Context: an optimization exercise on an open-source flow, tuned for small area and few clock cycles. The choices shown serve that exercise and are no tape-out recipe. In this exercise RTL edits were held to simulation tests only and were not proved equivalent to the original.

==> job 8935 <==
// ycbcrBlockTop
module ycbcrBlockTop (
    input  logic        clk,
    input  logic        rst_n,
    input  logic        enable,
    input  logic [63:0] rdData,
    output logic [10:0] rdAddr,
    output logic [10:0] wrAddr,
    output logic [63:0] wrData,
    output logic        wen,
    output logic        valid
);
clock: 8.0 ns
lec_check: 0
cap_margin: 20
core_margin: 2
core_utilization: 80
cts_buf_list: sky130_fd_sc_hd__clkbuf_8
cts_cluster_diameter: 50
cts_cluster_size: 24
slew_margin: 20
synth_hierarchical: 1
synth_minimum_keep_size: 0
standard.sh (not shown) runs the stock make flow with config.mk's settings and CLKGATE_MAP_FILE= SYNTH_SCRIPT=/design/flow/synth_recipe.tcl, a recipe that flattens the netlist after the stock synthesis.
==> flow/flow/run.sh <==
#!/bin/bash
# The standard layout (standard.sh: standard synthesis, floorplan, place, CTS, route),
# with two changes: the buffers that buffer_ports puts on every input and output port are
# sky130_fd_sc_hd__buf_1 cells instead of the default sky130_fd_sc_hd__clkdlybuf4s50_1, and
# CTS (same buffer list and clustering as config.mk) inserts no dummy loads.
# The whole make output goes to standard_flow.log; ORFS keeps each step's log in orfs/logs.
set -euo pipefail
export BUFFER_PORTS_ARGS="-buffer_cell sky130_fd_sc_hd__buf_1"
export CTS_ARGS="-sink_clustering_enable -repair_clock_nets -sink_clustering_size 24 -sink_clustering_max_diameter 50 -buf_list sky130_fd_sc_hd__clkbuf_8 -dont_use_dummy_load"
bash standard.sh > standard_flow.log 2>&1
==> inputs of job 2502, as changes to job 8935 <==
--- a/flow/design.v
+++ b/flow/design.v
@@ -144,97 +144,91 @@
     wire b18;
     ycc_fa ub17 (.a(b13), .b(b10), .c(b15), .s(b17), .co(b18));
     wire b19;
     wire b20;
     ycc_fa ub19 (.a(d[5]), .b(d[3]), .c(d[2]), .s(b19), .co(b20));
     wire b21;
     wire b22;
-    wire i_e_0;
-    assign i_e_0 = ~e[0];
-    ycc_fa ub21 (.a(i_e_0), .b(e[5]), .c(e[4]), .s(b21), .co(b22));
+    ycc_fa ub21 (.a(e[5]), .b(e[4]), .c(b14), .s(b21), .co(b22));
     wire b23;
     wire b24;
-    ycc_fa ub23 (.a(b14), .b(b19), .c(b21), .s(b23), .co(b24));
+    ycc_fa ub23 (.a(b19), .b(b16), .c(b21), .s(b23), .co(b24));
     wire b25;
     wire b26;
-    ycc_fa ub25 (.a(b16), .b(b23), .c(b18), .s(b25), .co(b26));
+    wire i_e_0;
+    assign i_e_0 = ~e[0];
+    ycc_fa ub25 (.a(i_e_0), .b(b18), .c(b23), .s(b25), .co(b26));
     wire b27;
     wire b28;
     ycc_fa ub27 (.a(d[6]), .b(d[4]), .c(d[3]), .s(b27), .co(b28));
     wire b29;
     wire b30;
     ycc_fa ub29 (.a(d[0]), .b(e[6]), .c(e[5]), .s(b29), .co(b30));
     wire b31;
     wire b32;
-    ycc_fa ub31 (.a(b20), .b(b22), .c(b27), .s(b31), .co(b32));
+    ycc_fa ub31 (.a(b20), .b(b27), .c(b29), .s(b31), .co(b32));
     wire b33;
     wire b34;
-    ycc_fa ub33 (.a(b29), .b(b24), .c(b31), .s(b33), .co(b34));
+    ycc_fa ub33 (.a(b22), .b(b31), .c(b24), .s(b33), .co(b34));
     wire b35;
     wire b36;
     wire i_e_1;
     assign i_e_1 = ~e[1];
-    ycc_fa ub35 (.a(i_e_1), .b(b33), .c(b26), .s(b35), .co(b36));
+    ycc_fa ub35 (.a(i_e_1), .b(b26), .c(b33), .s(b35), .co(b36));
     wire b37;
     wire b38;
     ycc_fa ub37 (.a(d[7]), .b(d[5]), .c(d[4]), .s(b37), .co(b38));
     wire b39;
     wire b40;
     ycc_fa ub39 (.a(d[1]), .b(e[7]), .c(e[6]), .s(b39), .co(b40));
     wire b41;
     wire b42;
     ycc_fa ub41 (.a(b28), .b(b30), .c(b37), .s(b41), .co(b42));
     wire b43;
     wire b44;
     ycc_fa ub43 (.a(b39), .b(b32), .c(b41), .s(b43), .co(b44));
     wire b45;
     wire b46;
-    wire i_e_2;
-    assign i_e_2 = ~e[2];
-    ycc_fa ub45 (.a(i_e_2), .b(b34), .c(b43), .s(b45), .co(b46));
+    ycc_fa ub45 (.a(b43), .b(b34), .c(b36), .s(b45), .co(b46));
     wire b47;
     wire b48;
-    assign b47 = ~(b45 ^ b36);
-    assign b48 = b45 | b36;
+    wire i_e_2;
+    assign i_e_2 = ~e[2];
+    assign b47 = ~(i_e_2 ^ b45);
+    assign b48 = i_e_2 | b45;
     wire b49;
     wire b50;
     ycc_fa ub49 (.a(g[0]), .b(d[6]), .c(d[5]), .s(b49), .co(b50));
     wire b51;
     wire b52;
     ycc_fa ub51 (.a(d[8]), .b(e[3]), .c(e[8]), .s(b51), .co(b52));
     wire b53;
     wire b54;
     ycc_fa ub53 (.a(d[2]), .b(e[7]), .c(b38), .s(b53), .co(b54));
     wire b55;
     wire b56;
-    wire i_b51;
-    assign i_b51 = ~b51;
-    ycc_fa ub55 (.a(b40), .b(b49), .c(i_b51), .s(b55), .co(b56));
+    ycc_fa ub55 (.a(b40), .b(b49), .c(b42), .s(b55), .co(b56));
     wire b57;
     wire b58;
-    ycc_fa ub57 (.a(b42), .b(b53), .c(b55), .s(b57), .co(b58));
+    ycc_fa ub57 (.a(b53), .b(b44), .c(b55), .s(b57), .co(b58));
     wire b59;
     wire b60;
-    ycc_fa ub59 (.a(b44), .b(b57), .c(b46), .s(b59), .co(b60));
+    ycc_fa ub59 (.a(b57), .b(b46), .c(b48), .s(b59), .co(b60));
     wire b61;
     wire b62;
     ycc_fa ub61 (.a(g[1]), .b(d[7]), .c(d[6]), .s(b61), .co(b62));
     wire b63;
     wire b64;
-    wire i_d_3;
-    assign i_d_3 = ~d[3];
-    ycc_fa ub63 (.a(i_d_3), .b(e[4]), .c(e[8]), .s(b63), .co(b64));
+    ycc_fa ub63 (.a(e[4]), .b(e[8]), .c(b52), .s(b63), .co(b64));
     wire b65;
     wire b66;
-    wire i_b52;
-    assign i_b52 = ~b52;
-    ycc_fa ub65 (.a(b50), .b(i_b52), .c(b61), .s(b65), .co(b66));
+    ycc_fa ub65 (.a(d[3]), .b(b50), .c(b61), .s(b65), .co(b66));
     wire b67;
     wire b68;
-    ycc_fa ub67 (.a(b54), .b(b56), .c(b65), .s(b67), .co(b68));
+    ycc_fa ub67 (.a(b54), .b(b65), .c(b56), .s(b67), .co(b68));
     wire b69;
     wire b70;
     wire i_b63;
     assign i_b63 = ~b63;
     ycc_fa ub69 (.a(i_b63), .b(b58), .c(b67), .s(b69), .co(b70));
     wire b71;
     wire b72;
@@ -243,59 +237,61 @@
     wire b74;
     ycc_fa ub73 (.a(d[8]), .b(e[5]), .c(b64), .s(b73), .co(b74));
     wire b75;
     wire b76;
     ycc_fa ub75 (.a(b62), .b(b71), .c(b66), .s(b75), .co(b76));
     wire b77;
     wire b78;
-    wire i_b73;
-    assign i_b73 = ~b73;
-    ycc_fa ub77 (.a(i_b73), .b(b68), .c(b75), .s(b77), .co(b78));
+    ycc_fa ub77 (.a(b75), .b(b68), .c(b70), .s(b77), .co(b78));
     wire b79;
     wire b80;
-    wire i_d_8;
-    assign i_d_8 = ~d[8];
-    ycc_fa ub79 (.a(g[3]), .b(i_d_8), .c(d[5]), .s(b79), .co(b80));
+    ycc_fa ub79 (.a(g[3]), .b(d[5]), .c(b72), .s(b79), .co(b80));
     wire b81;
     wire b82;
-    wire i_e_6;
-    assign i_e_6 = ~e[6];
-    ycc_fa ub81 (.a(i_e_6), .b(b72), .c(b79), .s(b81), .co(b82));
+    ycc_fa ub81 (.a(d[8]), .b(e[6]), .c(b74), .s(b81), .co(b82));
     wire b83;
     wire b84;
-    wire i_b74;
-    assign i_b74 = ~b74;
-    ycc_fa ub83 (.a(i_b74), .b(b81), .c(b76), .s(b83), .co(b84));
+    wire i_b81;
+    assign i_b81 = ~b81;
+    ycc_fa ub83 (.a(b79), .b(b76), .c(i_b81), .s(b83), .co(b84));
     wire b85;
     wire b86;
     wire i_e_7;
     assign i_e_7 = ~e[7];
     ycc_fa ub85 (.a(g[4]), .b(d[6]), .c(i_e_7), .s(b85), .co(b86));
     wire b87;
     wire b88;
-    ycc_fa ub87 (.a(b80), .b(b85), .c(b82), .s(b87), .co(b88));
+    ycc_fa ub87 (.a(b85), .b(b80), .c(b84), .s(b87), .co(b88));
     wire b89;
     wire b90;
-    assign b89 = ~(b87 ^ b84);
-    assign b90 = b87 | b84;
+    wire i_b82;
+    assign i_b82 = ~b82;
+    assign b89 = ~(i_b82 ^ b87);
+    assign b90 = i_b82 | b87;
     wire b91;
     wire b92;
     ycc_fa ub91 (.a(g[5]), .b(d[7]), .c(e[8]), .s(b91), .co(b92));
     wire b93;
     wire b94;
     ycc_fa ub93 (.a(b86), .b(b91), .c(b88), .s(b93), .co(b94));
     wire b95;
     wire b96;
+    wire i_d_8;
+    assign i_d_8 = ~d[8];
     ycc_fa ub95 (.a(g[6]), .b(i_d_8), .c(b92), .s(b95), .co(b96));
     wire b97;
     wire b98;
     assign b97 = ~(g[7] ^ b96);
     assign b98 = g[7] | b96;
-    wire [15:0] b99 = {b97, b95, b93, b89, b78, b70, b69, b59, b47, b35, b25, b12, b11, b5, b1, d[0]};
-    wire [15:0] b100 = {1'b0, b94, b90, 1'b0, b83, b77, b60, b48, 1'b0, 1'b0, 1'b1, b17, 1'b0, 1'b0, 1'b0, e[0]};
+    wire i_b73;
+    assign i_b73 = ~b73;
+    wire i_b51;
+    assign i_b51 = ~b51;
+    wire [15:0] b99 = {b97, b95, b90, b89, b83, i_b73, b69, i_b51, b47, b35, b25, b12, b11, b5, b1, d[0]};
+    wire [15:0] b100 = {1'b0, b94, b93, 1'b0, b78, b77, b60, b59, 1'b0, 1'b0, 1'b1, b17, 1'b0, 1'b0, 1'b0, e[0]};
     wire [15:0] b101 = b99 + b100;
     wire b102;
     wire b103;
     assign b102 = d[2] ^ d[0];
     assign b103 = ~(d[2] | d[0]);
     wire b104;
     wire b105;
==> flow/flow/run.sh (replaced) <==
#!/bin/bash
# The standard layout (standard.sh: standard synthesis, floorplan, place, CTS, route),
# with two changes: the buffers that buffer_ports puts on every input and output port are
# sky130_fd_sc_hd__buf_1 cells instead of the default sky130_fd_sc_hd__clkdlybuf4s50_1, and
# CTS (same buffer list and clustering as config.mk) inserts no dummy loads.
# The whole make output goes to standard_flow.log; ORFS keeps each step's log in orfs/logs.
set -euo pipefail
export BUFFER_PORTS_ARGS="-buffer_cell sky130_fd_sc_hd__buf_1"
export CTS_ARGS="-sink_clustering_enable -repair_clock_nets -sink_clustering_size 20 -sink_clustering_max_diameter 60 -buf_list sky130_fd_sc_hd__clkbuf_8 -dont_use_dummy_load"
bash standard.sh > standard_flow.log 2>&1
==> flow/config.mk (replaced) <==
export PLATFORM = sky130hd
export DESIGN_NAME = ycbcrBlockTop
export DESIGN_NICKNAME = ycbcrBlockTop
export VERILOG_FILES = /design/flow/design.v
export SDC_FILE = /design/flow/constraint.sdc
export NUM_CORES = 4
export LEC_CHECK = 0
export CAP_MARGIN = 20
export CORE_MARGIN = 2
export CORE_UTILIZATION = 65
export CTS_BUF_LIST = sky130_fd_sc_hd__clkbuf_8
export CTS_CLUSTER_DIAMETER = 60
export CTS_CLUSTER_SIZE = 20
export SLEW_MARGIN = 20
export SYNTH_HIERARCHICAL = 1
export SYNTH_MINIMUM_KEEP_SIZE = 0
==> inputs of job 668, as changes to job 8935 <==
--- a/flow/design.v
+++ b/flow/design.v
@@ -144,97 +144,91 @@
     wire b18;
     ycc_fa ub17 (.a(b13), .b(b10), .c(b15), .s(b17), .co(b18));
     wire b19;
     wire b20;
     ycc_fa ub19 (.a(d[5]), .b(d[3]), .c(d[2]), .s(b19), .co(b20));
     wire b21;
     wire b22;
-    wire i_e_0;
-    assign i_e_0 = ~e[0];
-    ycc_fa ub21 (.a(i_e_0), .b(e[5]), .c(e[4]), .s(b21), .co(b22));
+    ycc_fa ub21 (.a(e[5]), .b(e[4]), .c(b14), .s(b21), .co(b22));
     wire b23;
     wire b24;
-    ycc_fa ub23 (.a(b14), .b(b19), .c(b21), .s(b23), .co(b24));
+    ycc_fa ub23 (.a(b19), .b(b16), .c(b21), .s(b23), .co(b24));
     wire b25;
     wire b26;
-    ycc_fa ub25 (.a(b16), .b(b23), .c(b18), .s(b25), .co(b26));
+    wire i_e_0;
+    assign i_e_0 = ~e[0];
+    ycc_fa ub25 (.a(i_e_0), .b(b18), .c(b23), .s(b25), .co(b26));
     wire b27;
     wire b28;
     ycc_fa ub27 (.a(d[6]), .b(d[4]), .c(d[3]), .s(b27), .co(b28));
     wire b29;
     wire b30;
     ycc_fa ub29 (.a(d[0]), .b(e[6]), .c(e[5]), .s(b29), .co(b30));
     wire b31;
     wire b32;
-    ycc_fa ub31 (.a(b20), .b(b22), .c(b27), .s(b31), .co(b32));
+    ycc_fa ub31 (.a(b20), .b(b27), .c(b29), .s(b31), .co(b32));
     wire b33;
     wire b34;
-    ycc_fa ub33 (.a(b29), .b(b24), .c(b31), .s(b33), .co(b34));
+    ycc_fa ub33 (.a(b22), .b(b31), .c(b24), .s(b33), .co(b34));
     wire b35;
     wire b36;
     wire i_e_1;
     assign i_e_1 = ~e[1];
-    ycc_fa ub35 (.a(i_e_1), .b(b33), .c(b26), .s(b35), .co(b36));
+    ycc_fa ub35 (.a(i_e_1), .b(b26), .c(b33), .s(b35), .co(b36));
     wire b37;
     wire b38;
     ycc_fa ub37 (.a(d[7]), .b(d[5]), .c(d[4]), .s(b37), .co(b38));
     wire b39;
     wire b40;
     ycc_fa ub39 (.a(d[1]), .b(e[7]), .c(e[6]), .s(b39), .co(b40));
     wire b41;
     wire b42;
     ycc_fa ub41 (.a(b28), .b(b30), .c(b37), .s(b41), .co(b42));
     wire b43;
     wire b44;
     ycc_fa ub43 (.a(b39), .b(b32), .c(b41), .s(b43), .co(b44));
     wire b45;
     wire b46;
-    wire i_e_2;
-    assign i_e_2 = ~e[2];
-    ycc_fa ub45 (.a(i_e_2), .b(b34), .c(b43), .s(b45), .co(b46));
+    ycc_fa ub45 (.a(b43), .b(b34), .c(b36), .s(b45), .co(b46));
     wire b47;
     wire b48;
-    assign b47 = ~(b45 ^ b36);
-    assign b48 = b45 | b36;
+    wire i_e_2;
+    assign i_e_2 = ~e[2];
+    assign b47 = ~(i_e_2 ^ b45);
+    assign b48 = i_e_2 | b45;
     wire b49;
     wire b50;
     ycc_fa ub49 (.a(g[0]), .b(d[6]), .c(d[5]), .s(b49), .co(b50));
     wire b51;
     wire b52;
     ycc_fa ub51 (.a(d[8]), .b(e[3]), .c(e[8]), .s(b51), .co(b52));
     wire b53;
     wire b54;
     ycc_fa ub53 (.a(d[2]), .b(e[7]), .c(b38), .s(b53), .co(b54));
     wire b55;
     wire b56;
-    wire i_b51;
-    assign i_b51 = ~b51;
-    ycc_fa ub55 (.a(b40), .b(b49), .c(i_b51), .s(b55), .co(b56));
+    ycc_fa ub55 (.a(b40), .b(b49), .c(b42), .s(b55), .co(b56));
     wire b57;
     wire b58;
-    ycc_fa ub57 (.a(b42), .b(b53), .c(b55), .s(b57), .co(b58));
+    ycc_fa ub57 (.a(b53), .b(b44), .c(b55), .s(b57), .co(b58));
     wire b59;
     wire b60;
-    ycc_fa ub59 (.a(b44), .b(b57), .c(b46), .s(b59), .co(b60));
+    ycc_fa ub59 (.a(b57), .b(b46), .c(b48), .s(b59), .co(b60));
     wire b61;
     wire b62;
     ycc_fa ub61 (.a(g[1]), .b(d[7]), .c(d[6]), .s(b61), .co(b62));
     wire b63;
     wire b64;
-    wire i_d_3;
-    assign i_d_3 = ~d[3];
-    ycc_fa ub63 (.a(i_d_3), .b(e[4]), .c(e[8]), .s(b63), .co(b64));
+    ycc_fa ub63 (.a(e[4]), .b(e[8]), .c(b52), .s(b63), .co(b64));
     wire b65;
     wire b66;
-    wire i_b52;
-    assign i_b52 = ~b52;
-    ycc_fa ub65 (.a(b50), .b(i_b52), .c(b61), .s(b65), .co(b66));
+    ycc_fa ub65 (.a(d[3]), .b(b50), .c(b61), .s(b65), .co(b66));
     wire b67;
     wire b68;
-    ycc_fa ub67 (.a(b54), .b(b56), .c(b65), .s(b67), .co(b68));
+    ycc_fa ub67 (.a(b54), .b(b65), .c(b56), .s(b67), .co(b68));
     wire b69;
     wire b70;
     wire i_b63;
     assign i_b63 = ~b63;
     ycc_fa ub69 (.a(i_b63), .b(b58), .c(b67), .s(b69), .co(b70));
     wire b71;
     wire b72;
@@ -243,59 +237,61 @@
     wire b74;
     ycc_fa ub73 (.a(d[8]), .b(e[5]), .c(b64), .s(b73), .co(b74));
     wire b75;
     wire b76;
     ycc_fa ub75 (.a(b62), .b(b71), .c(b66), .s(b75), .co(b76));
     wire b77;
     wire b78;
-    wire i_b73;
-    assign i_b73 = ~b73;
-    ycc_fa ub77 (.a(i_b73), .b(b68), .c(b75), .s(b77), .co(b78));
+    ycc_fa ub77 (.a(b75), .b(b68), .c(b70), .s(b77), .co(b78));
     wire b79;
     wire b80;
-    wire i_d_8;
-    assign i_d_8 = ~d[8];
-    ycc_fa ub79 (.a(g[3]), .b(i_d_8), .c(d[5]), .s(b79), .co(b80));
+    ycc_fa ub79 (.a(g[3]), .b(d[5]), .c(b72), .s(b79), .co(b80));
     wire b81;
     wire b82;
-    wire i_e_6;
-    assign i_e_6 = ~e[6];
-    ycc_fa ub81 (.a(i_e_6), .b(b72), .c(b79), .s(b81), .co(b82));
+    ycc_fa ub81 (.a(d[8]), .b(e[6]), .c(b74), .s(b81), .co(b82));
     wire b83;
     wire b84;
-    wire i_b74;
-    assign i_b74 = ~b74;
-    ycc_fa ub83 (.a(i_b74), .b(b81), .c(b76), .s(b83), .co(b84));
+    wire i_b81;
+    assign i_b81 = ~b81;
+    ycc_fa ub83 (.a(b79), .b(b76), .c(i_b81), .s(b83), .co(b84));
     wire b85;
     wire b86;
     wire i_e_7;
     assign i_e_7 = ~e[7];
     ycc_fa ub85 (.a(g[4]), .b(d[6]), .c(i_e_7), .s(b85), .co(b86));
     wire b87;
     wire b88;
-    ycc_fa ub87 (.a(b80), .b(b85), .c(b82), .s(b87), .co(b88));
+    ycc_fa ub87 (.a(b85), .b(b80), .c(b84), .s(b87), .co(b88));
     wire b89;
     wire b90;
-    assign b89 = ~(b87 ^ b84);
-    assign b90 = b87 | b84;
+    wire i_b82;
+    assign i_b82 = ~b82;
+    assign b89 = ~(i_b82 ^ b87);
+    assign b90 = i_b82 | b87;
     wire b91;
     wire b92;
     ycc_fa ub91 (.a(g[5]), .b(d[7]), .c(e[8]), .s(b91), .co(b92));
     wire b93;
     wire b94;
     ycc_fa ub93 (.a(b86), .b(b91), .c(b88), .s(b93), .co(b94));
     wire b95;
     wire b96;
+    wire i_d_8;
+    assign i_d_8 = ~d[8];
     ycc_fa ub95 (.a(g[6]), .b(i_d_8), .c(b92), .s(b95), .co(b96));
     wire b97;
     wire b98;
     assign b97 = ~(g[7] ^ b96);
     assign b98 = g[7] | b96;
-    wire [15:0] b99 = {b97, b95, b93, b89, b78, b70, b69, b59, b47, b35, b25, b12, b11, b5, b1, d[0]};
-    wire [15:0] b100 = {1'b0, b94, b90, 1'b0, b83, b77, b60, b48, 1'b0, 1'b0, 1'b1, b17, 1'b0, 1'b0, 1'b0, e[0]};
+    wire i_b73;
+    assign i_b73 = ~b73;
+    wire i_b51;
+    assign i_b51 = ~b51;
+    wire [15:0] b99 = {b97, b95, b90, b89, b83, i_b73, b69, i_b51, b47, b35, b25, b12, b11, b5, b1, d[0]};
+    wire [15:0] b100 = {1'b0, b94, b93, 1'b0, b78, b77, b60, b59, 1'b0, 1'b0, 1'b1, b17, 1'b0, 1'b0, 1'b0, e[0]};
     wire [15:0] b101 = b99 + b100;
     wire b102;
     wire b103;
     assign b102 = d[2] ^ d[0];
     assign b103 = ~(d[2] | d[0]);
     wire b104;
     wire b105;
==> flow/flow/run.sh (replaced) <==
#!/bin/bash
# The standard layout (standard.sh: standard synthesis, floorplan, place, CTS, route),
# with two changes: the buffers that buffer_ports puts on every input and output port are
# sky130_fd_sc_hd__buf_1 cells instead of the default sky130_fd_sc_hd__clkdlybuf4s50_1, and
# CTS (same buffer list and clustering as config.mk) inserts no dummy loads.
# The whole make output goes to standard_flow.log; ORFS keeps each step's log in orfs/logs.
set -euo pipefail
export BUFFER_PORTS_ARGS="-buffer_cell sky130_fd_sc_hd__buf_1"
export CTS_ARGS="-sink_clustering_enable -repair_clock_nets -sink_clustering_size 20 -sink_clustering_max_diameter 60 -buf_list sky130_fd_sc_hd__clkbuf_8 -dont_use_dummy_load"
bash standard.sh > standard_flow.log 2>&1
==> flow/config.mk (replaced) <==
export PLATFORM = sky130hd
export DESIGN_NAME = ycbcrBlockTop
export DESIGN_NICKNAME = ycbcrBlockTop
export VERILOG_FILES = /design/flow/design.v
export SDC_FILE = /design/flow/constraint.sdc
export NUM_CORES = 4
export LEC_CHECK = 0
export CAP_MARGIN = 20
export CORE_MARGIN = 2
export CORE_UTILIZATION = 40
export CTS_BUF_LIST = sky130_fd_sc_hd__clkbuf_8
export CTS_CLUSTER_DIAMETER = 60
export CTS_CLUSTER_SIZE = 20
export SLEW_MARGIN = 20
export SYNTH_HIERARCHICAL = 1
export SYNTH_MINIMUM_KEEP_SIZE = 0
==> flow_summary_export.csv <==
group,metric,value,unit
floorplan,n_tap_cell,390,
timing,fin_ws,0.265,ns
status,outcome,"no timing/DRC/antenna violations",
timing,finalCritPeriodShare,96.7,%
(the above is from job 8935)
==> flow_summary_export.csv <==
group,metric,value,unit
status,outcome,"no timing/DRC/antenna violations",
floorplan,n_tap_cell,468,
run,drv_cap,0,
yosys,yosysWarnings,7,
yosys,synth_area_leaders,"fa_1, dfxtp_1, mux2_2",
timing,finalHoldViolations,0,
floorplan,die_h,197,um
(the above is from job 2502)
==> flow_summary_export.csv <==
group,metric,value,unit
status,outcome,"no timing/DRC/antenna violations",
finish,n_fill_cell,5656,
yosys,yosysWarnings,7,
timing,finalCritPeriodShare,97.4,%
finish,largest_registers,"s0 (64), s1 (64)",
placed_design,place_inst,2651,
timing,fin_ws,0.205,ns
floorplan,n_tap_cell,782,
(the above is from job 668)
Testbench counts of job 8935, summed over its fixed seeds: cycles 3,336.
Testbench counts of job 2502, summed over its fixed seeds: cycles 3,336.
Testbench counts of job 668, summed over its fixed seeds: cycles 3,336.

static timing again, ports no longer ideal:
In the flow no input, the clock included, has a driving cell. The finished layouts below were timed again as built, in two steps. Step 1 (the two cells are an assumption about what drives the block):
set clk [get_ports {clk}]
set_driving_cell -lib_cell sky130_fd_sc_hd__clkbuf_16 $clk
set_driving_cell -lib_cell sky130_fd_sc_hd__buf_2 [delete_from_list [all_inputs] $clk]
Step 2 times the ports against the registers' clock, not the clock port: input delays grow and output delays shrink by t, the midpoint of the rising clock arrivals with the driver on. Three values: no drivers, after step 1, after step 2; two values: the first two.
| run | shift t [ns] | setup slack, ns | clock arrival spread, ns | worst register clock-pin slew, ns |
|---|---|---|---|---|
| job 8935 | 0.631 | 0.265 / 0.265 / 0.265 | 0.062 / 0.062 | 0.11 / 0.11 |
| job 2502 | 0.643 | 0.167 / 0.117 / 0.299 | 0.056 / 0.056 | 0.12 / 0.12 |
| job 668 | 0.669 | 0.205 / 0.156 / 0.288 | 0.088 / 0.088 | 0.12 / 0.12 |
After both steps every run listed still meets setup and hold.
